What follows belongs to an exercise in optimizing a design on an open flow for a short achievable clock period and few clock cycles; a production flow would make more cautious choices. The RTL was checked by simulation tests, not by an equivalence proof against the original design. No activity file was given, so power comes from the tool's default toggle rates.

==> inputs of 04-01 <==
## mc_processor
module mc_processor
#(
  parameter logic [31:0] RESET_ADDR         = 32'h0000_0000,
  parameter bit          ZERO_REGS_ON_RESET = 1'b1
) (
  input  logic        clk,
  input  logic        reset,
  output logic [31:0] inst_addr,
  output logic        inst_req,
  input  logic [31:0] instr,
  input  logic        inst_ready,
  output logic [31:0] data_addr,
  output logic [31:0] data_in,
  output logic        mem_read,
  output logic        mem_write,
  input  logic [31:0] data_out,
  input  logic        mem_ready,
  output logic        retire,
  output logic        halted
);
  logic [31:0] pc_q;
  logic        halted_q;
  logic        x_v, x_ill, x_cbr, x_lw, x_sw, x_we;
  logic        x_sub, x_and, x_or, x_slt;
  logic        fa, fb, ld_use;
  logic [4:0]  x_dest;
  logic [31:0] x_a, x_b, x_s, x_tgt, x_pc;
  logic        x_pred;
  logic [3:0]  x_bidx;
  logic [1:0]  bp_q [16];
  logic        bp_t, x_eq, u_v, u_eq;
  logic [3:0]  u_idx;
  logic        w_v, w_ill, w_rd, w_wr, w_we;
  logic [4:0]  w_dest;
  logic [31:1] w_wsel;
  logic [31:0] w_res, w_sd;
  logic        d_legal, d_j, d_beq, d_lw, d_sw, d_imm, d_urs, d_urt, d_we;
  logic        d_sub, d_and, d_or, d_slt;
  logic [4:0]  d_dest, rs, rt;
  logic [31:0] rf_a, rf_b, wb_data, sext, pc4, btgt, jtgt, wb_sub, alu_sub;
  logic        wa, wb;
  logic [30:0] bsum;
  logic        adv, mp, stop, f_ok, issue, d_ubr, w_wen;
  mc_control u_dec (
    .instr_i(instr), .legal_o(d_legal), .j_o(d_j), .beq_o(d_beq), .lw_o(d_lw), .sw_o(d_sw),
    .imm_o(d_imm), .use_rs_o(d_urs), .use_rt_o(d_urt), .we_o(d_we), .dest_o(d_dest),
    .sub_o(d_sub), .and_o(d_and), .or_o(d_or), .slt_o(d_slt)
  );
  assign rs = instr[25:21];
  assign rt = instr[20:16];
  reg_file #(.ZERO_ON_RESET(ZERO_REGS_ON_RESET)) u_rf (
    .clk(clk), .reset(reset), .ra_i(rs), .rb_i(rt),
    .wd_i(wb_data), .we_i(w_wen), .wsel_i(w_wsel), .rda_o(rf_a), .rdb_o(rf_b)
  );
  logic [31:0] alu_y;
  alu u_alu (.sub_i(x_sub), .and_i(x_and), .or_i(x_or), .slt_i(x_slt), .a_i(x_a), .b_i(x_b), .y_o(alu_y));
  always_comb begin
  ...
==> flow/config.mk <==
export PLATFORM = sky130hd
export DESIGN_NAME = mc_processor
export DESIGN_NICKNAME = mc_processor
export VERILOG_FILES = /design/flow/design.v
export SDC_FILE = /design/flow/constraint.sdc
export NUM_CORES = 4
export LEC_CHECK = 0
export CAP_MARGIN = 20
export CORE_MARGIN = 2
export CORE_UTILIZATION = 40
export SETUP_SLACK_MARGIN = 4.0
export SLEW_MARGIN = 20
==> flow/constraint.sdc <==
create_clock -name core_clock -period 6.0 [get_ports {clk}]
set_input_delay 1.2000 -clock core_clock [delete_from_list [all_inputs] [get_ports {clk}]]
set_output_delay 1.2000 -clock core_clock [all_outputs]
set_load 0.01 [all_outputs]
run.sh (not shown) runs the stock make flow with config.mk's settings and CLKGATE_MAP_FILE= SYNTH_SCRIPT=/design/flow/synth_recipe.tcl, a recipe that flattens the netlist after the stock synthesis.
==> 01-21: changes against 04-01 <==
==> flow/design.v (replaced) <==
package mc_pkg;
  localparam logic [5:0] OP_RTYPE = 6'h00, OP_J = 6'h02, OP_BEQ = 6'h04, OP_ADDI = 6'h08, OP_LW = 6'h23, OP_SW = 6'h2B;
  localparam logic [5:0] FN_ADD = 6'h20, FN_SUB = 6'h22, FN_AND = 6'h24, FN_OR = 6'h25, FN_SLT = 6'h2A;
endpackage
module alu
(
  input  logic        sub_i,    
  input  logic        and_i,
  input  logic        or_i,
  input  logic        slt_i,
  input  logic [31:0] a_i,
  input  logic [31:0] b_i,
  output logic [31:0] y_o
);
  logic [31:0] bx, p, g, sum;
  logic [31:0] gl [6];
  logic [31:0] pl [6];
  logic        lt;
  always_comb begin
    bx = b_i ^ {32{sub_i}};
    p  = a_i ^ bx;
    g  = a_i & bx;
    gl[0] = {g[31:1], g[0] | (p[0] & sub_i)};
    pl[0] = p;
    for (int l = 0; l < 5; l++) begin
      for (int i = 0; i < 32; i++) begin
        if (i >= (1 << l)) begin
          gl[l+1][i] = gl[l][i] | (pl[l][i] & gl[l][i - (1 << l)]);
          pl[l+1][i] = pl[l][i] & pl[l][i - (1 << l)];
        end else begin
          gl[l+1][i] = gl[l][i];
          pl[l+1][i] = pl[l][i];
        end
      end
    end
    sum = p ^ {gl[5][30:0], sub_i};
    lt  = a_i[31] ^ b_i[31] ? a_i[31] : sum[31];
    y_o = and_i ? a_i & b_i :
          or_i  ? a_i | b_i :
          slt_i ? {31'd0, lt} : sum;
  end
endmodule
module reg_file #(
  parameter bit ZERO_ON_RESET = 1'b1
) (
  input  logic        clk,
  input  logic        reset,
  input  logic [4:0]  ra_i,
  input  logic [4:0]  rb_i,
  input  logic [4:0]  wa_i,
  input  logic [31:0] wd_i,
  input  logic        we_i,
  output logic [31:0] rda_o,
  output logic [31:0] rdb_o
);
  logic [31:0] r_q [1:31];
  logic [31:0] r_rd [32];
  always_ff @(posedge clk)
    for (int i = 1; i < 32; i++)
      if (reset && ZERO_ON_RESET) r_q[i] <= '0;
      else if (we_i && wa_i == 5'(i)) r_q[i] <= wd_i;
  always_comb begin
    r_rd[0] = '0;
    for (int i = 1; i < 32; i++) r_rd[i] = r_q[i];
    rda_o = r_rd[ra_i];
    rdb_o = r_rd[rb_i];
  end
endmodule
import mc_pkg::*;
module mc_control
(
  input  logic [31:0] instr_i,
  output logic        legal_o,
  output logic        j_o,
  output logic        beq_o,
  output logic        lw_o,
  output logic        sw_o,
  output logic        imm_o,      
  output logic        use_rs_o,
  output logic        use_rt_o,
  output logic        we_o,       
  output logic [4:0]  dest_o,
  output logic        sub_o,
  output logic        and_o,
  output logic        or_o,
  output logic        slt_o
);
  logic [5:0] op, fn;
  logic rtype, r_ok, addi;
  always_comb begin
    op       = instr_i[31:26];
    fn       = instr_i[5:0];
    rtype    = op == OP_RTYPE;
    r_ok     = rtype && (fn == FN_ADD || fn == FN_SUB || fn == FN_AND || fn == FN_OR || fn == FN_SLT);
    addi     = op == OP_ADDI;
    j_o      = op == OP_J;
    beq_o    = op == OP_BEQ;
    lw_o     = op == OP_LW;
    sw_o     = op == OP_SW;
    legal_o  = r_ok || addi || j_o || beq_o || lw_o || sw_o;
    imm_o    = addi || lw_o || sw_o;
    use_rs_o = r_ok || addi || lw_o || sw_o || beq_o;
    use_rt_o = r_ok || sw_o || beq_o;
    dest_o   = rtype ? instr_i[15:11] : instr_i[20:16];
    we_o     = (r_ok || addi || lw_o) && dest_o != 5'd0;
    sub_o    = fn == FN_SUB || fn == FN_SLT;
    and_o    = rtype && fn == FN_AND;
    or_o     = rtype && fn == FN_OR;
    slt_o    = rtype && fn == FN_SLT;
    if (!rtype) sub_o = 1'b0;
  end
endmodule
import mc_pkg::*;
module mc_processor
#(
  parameter logic [31:0] RESET_ADDR         = 32'h0000_0000,
  parameter bit          ZERO_REGS_ON_RESET = 1'b1
) (
  input  logic        clk,
  input  logic        reset,
  output logic [31:0] inst_addr,
  output logic        inst_req,
  input  logic [31:0] instr,
  input  logic        inst_ready,
  output logic [31:0] data_addr,
  output logic [31:0] data_in,
  output logic        mem_read,
  output logic        mem_write,
  input  logic [31:0] data_out,
  input  logic        mem_ready,
  output logic        retire,
  output logic        halted
);
  logic [31:0] pc_q;
  logic        halted_q;
  logic        x_v, x_ill, x_cbr, x_lw, x_sw, x_we;
  logic        x_sub, x_and, x_or, x_slt;
  logic        x_fa_n, x_fa_r, x_fa_l, x_fb_n, x_fb_r, x_fb_l, x_fs_n, x_fs_r, x_fs_l;
  logic        fa, fb, fs;
  logic [4:0]  x_dest;
  logic [31:0] x_a, x_b, x_s, x_tgt;
  logic        w_v, w_ill, w_rd, w_wr, w_we;
  logic [4:0]  w_dest;
  logic [31:0] w_res, w_sd;
  logic        d_legal, d_j, d_beq, d_lw, d_sw, d_imm, d_urs, d_urt, d_we;
  logic        d_sub, d_and, d_or, d_slt;
  logic [4:0]  d_dest, rs, rt;
  logic [31:0] rf_a, rf_b, wb_data, byp_a, byp_b, sext, pc4, btgt, jtgt;
  logic [30:0] bsum;
  logic        eq;
  logic        adv, mp, stop, f_ok, issue, d_ubr, w_wen;
  mc_control u_dec (
    .instr_i(instr), .legal_o(d_legal), .j_o(d_j), .beq_o(d_beq), .lw_o(d_lw), .sw_o(d_sw),
    .imm_o(d_imm), .use_rs_o(d_urs), .use_rt_o(d_urt), .we_o(d_we), .dest_o(d_dest),
    .sub_o(d_sub), .and_o(d_and), .or_o(d_or), .slt_o(d_slt)
  );
  assign rs = instr[25:21];
  assign rt = instr[20:16];
  reg_file #(.ZERO_ON_RESET(ZERO_REGS_ON_RESET)) u_rf (
    .clk(clk), .reset(reset), .ra_i(rs), .rb_i(rt),
    .wa_i(w_dest), .wd_i(wb_data), .we_i(w_wen), .rda_o(rf_a), .rdb_o(rf_b)
  );
  logic [31:0] xa, xb, xs, alu_y;
  always_comb begin
    xa = ({32{x_fa_n}} & x_a) | ({32{x_fa_r}} & w_res) | ({32{x_fa_l}} & data_out);
    xb = ({32{x_fb_n}} & x_b) | ({32{x_fb_r}} & w_res) | ({32{x_fb_l}} & data_out);
    xs = ({32{x_fs_n}} & x_s) | ({32{x_fs_r}} & w_res) | ({32{x_fs_l}} & data_out);
  end
  alu u_alu (.sub_i(x_sub), .and_i(x_and), .or_i(x_or), .slt_i(x_slt), .a_i(xa), .b_i(xb), .y_o(alu_y));
  always_comb begin
    adv     = !((w_rd || w_wr) && !mem_ready);
    eq      = (x_fa_n && x_fb_n && x_a == x_b) ||
              (x_fa_r && x_fb_n && w_res == x_b) ||
              (x_fa_l && x_fb_n && data_out == x_b) ||
              (x_fa_n && x_fb_r && x_a == w_res) ||
              (x_fa_n && x_fb_l && x_a == data_out) ||
              (x_fa_r && x_fb_r) || (x_fa_l && x_fb_l);
    mp      = x_v && x_cbr && eq;
    stop    = halted_q || (x_v && x_ill) || w_ill;
    f_ok    = inst_ready && !stop;
    issue   = f_ok && !mp;
    fa      = x_v && x_we && rs == x_dest;
    fb      = !d_imm && x_v && x_we && rt == x_dest;
    fs      = x_v && x_we && rt == x_dest;
    d_ubr   = d_beq && rs == rt;
    w_wen   = w_we && adv;
    wb_data = w_rd ? data_out : w_res;
    byp_a   = w_we && rs == w_dest ? wb_data : rf_a;
    byp_b   = w_we && rt == w_dest ? wb_data : rf_b;
    sext    = {{16{instr[15]}}, instr[15:0]};
    pc4     = pc_q + 32'd4;
    bsum    = {pc_q[31:2], 1'b1} + {sext[29:0], 1'b1};
    btgt    = {bsum[30:1], 2'b00};
    jtgt    = {pc4[31:28], instr[25:0], 2'b00};
  end
  always_ff @(posedge clk)
    if (reset) begin
      pc_q     <= RESET_ADDR;
      halted_q <= 1'b0;
      x_v      <= 1'b0;
      x_ill    <= 1'b0;
      w_v      <= 1'b0;
      w_ill    <= 1'b0;
      w_rd     <= 1'b0;
      w_wr     <= 1'b0;
      w_we     <= 1'b0;
    end else if (adv) begin
      if (mp)             pc_q <= x_tgt;
      else if (issue)     pc_q <= d_j ? jtgt : d_ubr ? btgt : pc4;
      x_v   <= issue;
      x_ill <= !d_legal;
      w_v   <= x_v;
      w_ill <= x_v && x_ill;
      w_rd  <= x_v && x_lw;
      w_wr  <= x_v && x_sw;
      w_we  <= x_v && x_we;
      if (x_v && x_ill) halted_q <= 1'b1;
    end
  always_ff @(posedge clk)
    if (adv) begin
      x_cbr  <= d_beq && !d_ubr;
      x_lw   <= d_lw;
      x_sw   <= d_sw;
      x_we   <= d_we;
      x_dest <= d_dest;
      x_sub  <= d_sub;
      x_and  <= d_and;
      x_or   <= d_or;
      x_slt  <= d_slt;
      x_fa_n <= !fa;
      x_fa_r <= fa && !x_lw;
      x_fa_l <= fa && x_lw;
      x_fb_n <= !fb;
      x_fb_r <= fb && !x_lw;
      x_fb_l <= fb && x_lw;
      x_fs_n <= !fs;
      x_fs_r <= fs && !x_lw;
      x_fs_l <= fs && x_lw;
      x_a    <= byp_a;
      x_b    <= d_imm ? sext : byp_b;
      x_s    <= byp_b;
      x_tgt  <= btgt;
      w_dest <= x_dest;
      w_res  <= alu_y;
      w_sd   <= xs;
    end
  always_comb begin
    inst_addr = pc_q;
    inst_req  = !halted_q;
    data_addr = w_res;
    data_in   = w_sd;
    mem_read  = w_rd;
    mem_write = w_wr;
    retire    = w_v && !w_ill && adv;
    halted    = halted_q;
  end
endmodule
==> flow/config.mk (replaced) <==
export PLATFORM = sky130hd
export DESIGN_NAME = mc_processor
export DESIGN_NICKNAME = mc_processor
export VERILOG_FILES = /design/flow/design.v
export SDC_FILE = /design/flow/constraint.sdc
export NUM_CORES = 4
export LEC_CHECK = 0
export ABC_CLOCK_PERIOD_IN_PS = 2500
export CAP_MARGIN = 20
export CORE_MARGIN = 2
export CORE_UTILIZATION = 40
export SETUP_SLACK_MARGIN = 3.0
export SLEW_MARGIN = 20
==> 07-17: changes against 04-01 <==
--- a/flow/design.v
+++ b/flow/design.v
@@ -36,24 +36,20 @@
   input  logic [31:1] wsel_i,   
   output logic [31:0] rda_o,
   output logic [31:0] rdb_o
 );
   logic [31:0] r_q [1:31];
-  logic [31:1] v_q;
+  logic [31:0] r_rd [32];
   always_ff @(posedge clk)
     for (int i = 1; i < 32; i++)
-      if (we_i && wsel_i[i]) r_q[i] <= wd_i;
-  always_ff @(posedge clk)
-    if (reset) v_q <= ZERO_ON_RESET ? '0 : '1;
-    else v_q <= v_q | ({31{we_i}} & wsel_i);
-  always_comb begin
-    rda_o = '0;
-    rdb_o = '0;
-    for (int i = 1; i < 32; i++) begin
-      rda_o = rda_o | ({32{ra_i == 5'(i) && v_q[i]}} & r_q[i]);
-      rdb_o = rdb_o | ({32{rb_i == 5'(i) && v_q[i]}} & r_q[i]);
-    end
+      if (reset && ZERO_ON_RESET) r_q[i] <= '0;
+      else if (we_i && wsel_i[i]) r_q[i] <= wd_i;
+  always_comb begin
+    r_rd[0] = '0;
+    for (int i = 1; i < 32; i++) r_rd[i] = r_q[i];
+    rda_o = r_rd[ra_i];
+    rdb_o = r_rd[rb_i];
   end
 endmodule
 import mc_pkg::*;
 module mc_control
 (
@@ -124,24 +120,18 @@
   logic        x_v, x_ill, x_cbr, x_lw, x_sw, x_we;
   logic        x_sub, x_and, x_or, x_slt;
   logic        fa, fb, ld_use;
   logic [4:0]  x_dest;
   logic [31:0] x_a, x_b, x_s, x_tgt, x_pc;
-  logic        x_pred;
-  logic [3:0]  x_bidx;
-  logic [1:0]  bp_q [16];
-  logic        bp_t, x_eq, u_v, u_eq;
-  logic [3:0]  u_idx;
   logic        w_v, w_ill, w_rd, w_wr, w_we;
   logic [4:0]  w_dest;
   logic [31:1] w_wsel;
   logic [31:0] w_res, w_sd;
   logic        d_legal, d_j, d_beq, d_lw, d_sw, d_imm, d_urs, d_urt, d_we;
   logic        d_sub, d_and, d_or, d_slt;
   logic [4:0]  d_dest, rs, rt;
-  logic [31:0] rf_a, rf_b, wb_data, sext, pc4, btgt, jtgt, wb_sub, alu_sub;
-  logic        wa, wb;
+  logic [31:0] rf_a, rf_b, wb_data, byp_a, byp_b, sext, pc4, btgt, jtgt;
   logic [30:0] bsum;
   logic        adv, mp, stop, f_ok, issue, d_ubr, w_wen;
   mc_control u_dec (
     .instr_i(instr), .legal_o(d_legal), .j_o(d_j), .beq_o(d_beq), .lw_o(d_lw), .sw_o(d_sw),
     .imm_o(d_imm), .use_rs_o(d_urs), .use_rt_o(d_urt), .we_o(d_we), .dest_o(d_dest),
@@ -155,27 +145,23 @@
   );
   logic [31:0] alu_y;
   alu u_alu (.sub_i(x_sub), .and_i(x_and), .or_i(x_or), .slt_i(x_slt), .a_i(x_a), .b_i(x_b), .y_o(alu_y));
   always_comb begin
     adv     = !((w_rd || w_wr) && !mem_ready);
-    x_eq    = x_a == x_b;
-    mp      = x_v && x_cbr && x_eq != x_pred;
-    bp_t    = bp_q[pc_q[5:2]][1];
+    mp      = x_v && x_cbr && x_a == x_b;
     stop    = halted_q || (x_v && x_ill) || w_ill;
     f_ok    = inst_ready && !stop;
     ld_use  = x_v && x_lw && x_we && ((d_urs && rs == x_dest) || (d_urt && rt == x_dest));
     issue   = f_ok && !mp && !ld_use;
     fa      = x_v && x_we && rs == x_dest;
     fb      = x_v && x_we && rt == x_dest;
     d_ubr   = d_beq && rs == rt;
     w_wen   = w_we && adv;
     wb_data = w_rd ? data_out : w_res;
-    wa      = w_we && rs == w_dest;
-    wb      = w_we && rt == w_dest;
+    byp_a   = w_we && rs == w_dest ? wb_data : rf_a;
+    byp_b   = w_we && rt == w_dest ? wb_data : rf_b;
     sext    = {{16{instr[15]}}, instr[15:0]};
-    wb_sub  = wb_data ^ {32{d_sub}};
-    alu_sub = alu_y ^ {32{d_sub}};
     pc4     = pc_q + 32'd4;
     bsum    = {pc_q[31:2], 1'b1} + {sext[29:0], 1'b1};
     btgt    = {bsum[30:1], 2'b00};
     jtgt    = {pc4[31:28], instr[25:0], 2'b00};
   end
@@ -190,22 +176,20 @@
       w_wr     <= 1'b0;
       w_we     <= 1'b0;
     end else if (!adv) begin
       if (x_v) pc_q <= x_pc;
       x_v <= 1'b0;
-      pc_q[1:0] <= 2'b00;
     end else begin
-      if (mp)             pc_q <= x_pred ? x_pc + 32'd4 : x_tgt;
-      else if (issue)     pc_q <= d_j ? jtgt : d_ubr || (d_beq && bp_t) ? btgt : pc4;
+      if (mp)             pc_q <= x_tgt;
+      else if (issue)     pc_q <= d_j ? jtgt : d_ubr ? btgt : pc4;
       x_v   <= issue;
       w_v   <= x_v;
       w_ill <= x_v && x_ill;
       w_rd  <= x_v && x_lw;
       w_wr  <= x_v && x_sw;
       w_we  <= x_v && x_we;
       if (x_v && x_ill) halted_q <= 1'b1;
-      pc_q[1:0] <= 2'b00;
     end
   always_ff @(posedge clk) begin
     x_ill  <= !d_legal;
     x_cbr  <= d_beq && !d_ubr;
     x_lw   <= d_lw;
@@ -214,39 +198,22 @@
     x_dest <= d_dest;
     x_sub  <= d_sub;
     x_and  <= d_and;
     x_or   <= d_or;
     x_slt  <= d_slt;
-    x_a    <= ({32{fa}} & alu_y) | ({32{!fa && wa}} & wb_data) | ({32{!fa && !wa}} & rf_a);
-    x_b    <= ({32{d_imm}} & sext) | ({32{!d_imm && fb}} & alu_sub) |
-              ({32{!d_imm && !fb && wb}} & wb_sub) | ({32{!d_imm && !fb && !wb}} & (rf_b ^ {32{d_sub}}));
-    x_s    <= ({32{fb}} & alu_y) | ({32{!fb && wb}} & wb_data) | ({32{!fb && !wb}} & rf_b);
+    x_a    <= fa ? alu_y : byp_a;
+    x_b    <= d_imm ? sext : fb ? alu_y ^ {32{d_sub}} : byp_b ^ {32{d_sub}};
+    x_s    <= fb ? alu_y : byp_b;
     x_tgt  <= btgt;
     x_pc   <= pc_q;
-    x_pred <= bp_t;
-    x_bidx <= pc_q[5:2];
   end
   always_ff @(posedge clk)
     if (adv) begin
       w_dest <= x_dest;
       for (int i = 1; i < 32; i++) w_wsel[i] <= x_dest == 5'(i);
       w_res  <= alu_y;
       w_sd   <= x_s;
-    end
-  always_ff @(posedge clk)
-    if (reset) begin
-      u_v <= 1'b0;
-      for (int i = 0; i < 16; i++) bp_q[i] <= 2'b01;
-    end else begin
-      u_v   <= adv && x_v && x_cbr;
-      u_eq  <= x_eq;
-      u_idx <= x_bidx;
-      for (int i = 0; i < 16; i++)
-        if (u_v && u_idx == 4'(i)) begin
-          if (u_eq && bp_q[i] != 2'b11)       bp_q[i] <= bp_q[i] + 2'd1;
-          else if (!u_eq && bp_q[i] != 2'b00) bp_q[i] <= bp_q[i] - 2'd1;
-        end
     end
   always_comb begin
     inst_addr = pc_q;
     inst_req  = !halted_q;
     data_addr = w_res;
==> flow/config.mk (replaced) <==
export PLATFORM = sky130hd
export DESIGN_NAME = mc_processor
export DESIGN_NICKNAME = mc_processor
export VERILOG_FILES = /design/flow/design.v
export SDC_FILE = /design/flow/constraint.sdc
export NUM_CORES = 4
export LEC_CHECK = 0
export ABC_CLOCK_PERIOD_IN_PS = 2500
export CAP_MARGIN = 20
export CORE_MARGIN = 2
export CORE_UTILIZATION = 40
export SETUP_SLACK_MARGIN = 3.0
export SLEW_MARGIN = 20
==> comparison table <==
quantity	04-01	01-21	07-17
Run status	complete, no violations	complete, no violations	complete, no violations
Count of inserted antenna diode cells	39	25	32
Proportion of synthesized area in mux cells	1.61%	1.28%	0.986%
Slowest stage delay, CP	0.56 ns	0.45 ns	0.82 ns
Total iterations of the first detailed-routing run	19	14	28
Data arrival at the endpoint of the critical path	3.85 ns	4.28 ns	4.18 ns
Termination of the worst setup path	x_b[16]	w_res[31]	x_b[11]
Number of clock sinks	1,369	1,247	1,303
Max VDD drop	294 uV	306 uV	263 uV
Simple-gate share of the synthesized area	9.48%	13.4%	17.5%
HPWL after DPL	181 mm	200 mm	208 mm
Sequential power	0.0104 W	0.00865 W	0.00893 W
Number of buffers created by CTS	148	141	144
Testbench counts of 04-01, summed over its fixed seeds: cycles 26,541.
Testbench counts of 01-21, summed over its fixed seeds: cycles 26,303.
Testbench counts of 07-17, summed over its fixed seeds: cycles 26,819.

==> static timing again, ports no longer ideal <==
No port has a modelled driver above. Below, the same layouts with a new extraction and two added sets of constraints. Step 1: set_driving_cell puts a clkbuf_16 on clk and a buf_2 on each other input, an assumption about the parent block. Step 2 also shifts input and output timing later by t, the mid clock arrival at the registers, as if the neighbouring blocks saw the same clock. Slacks: ideal ports / drivers / drivers and shift; pairs: ideal ports / drivers.
run | t, ns | slack for setup (ns) | slew at the worst register clock pin (ns)
04-01 | 0.932 | 2.881 / 2.833 / 1.953 | 0.07 / 0.07
01-21 | 0.887 | 2.250 / 2.250 / 1.469 | 0.07 / 0.07
07-17 | 0.923 | 2.541 / 2.495 / 1.571 | 0.07 / 0.07
After both steps every run listed still meets setup and hold. The setup slack of 07-17, which loses most, moves by -0.046 ns with the drivers and by -0.970 ns with both steps.
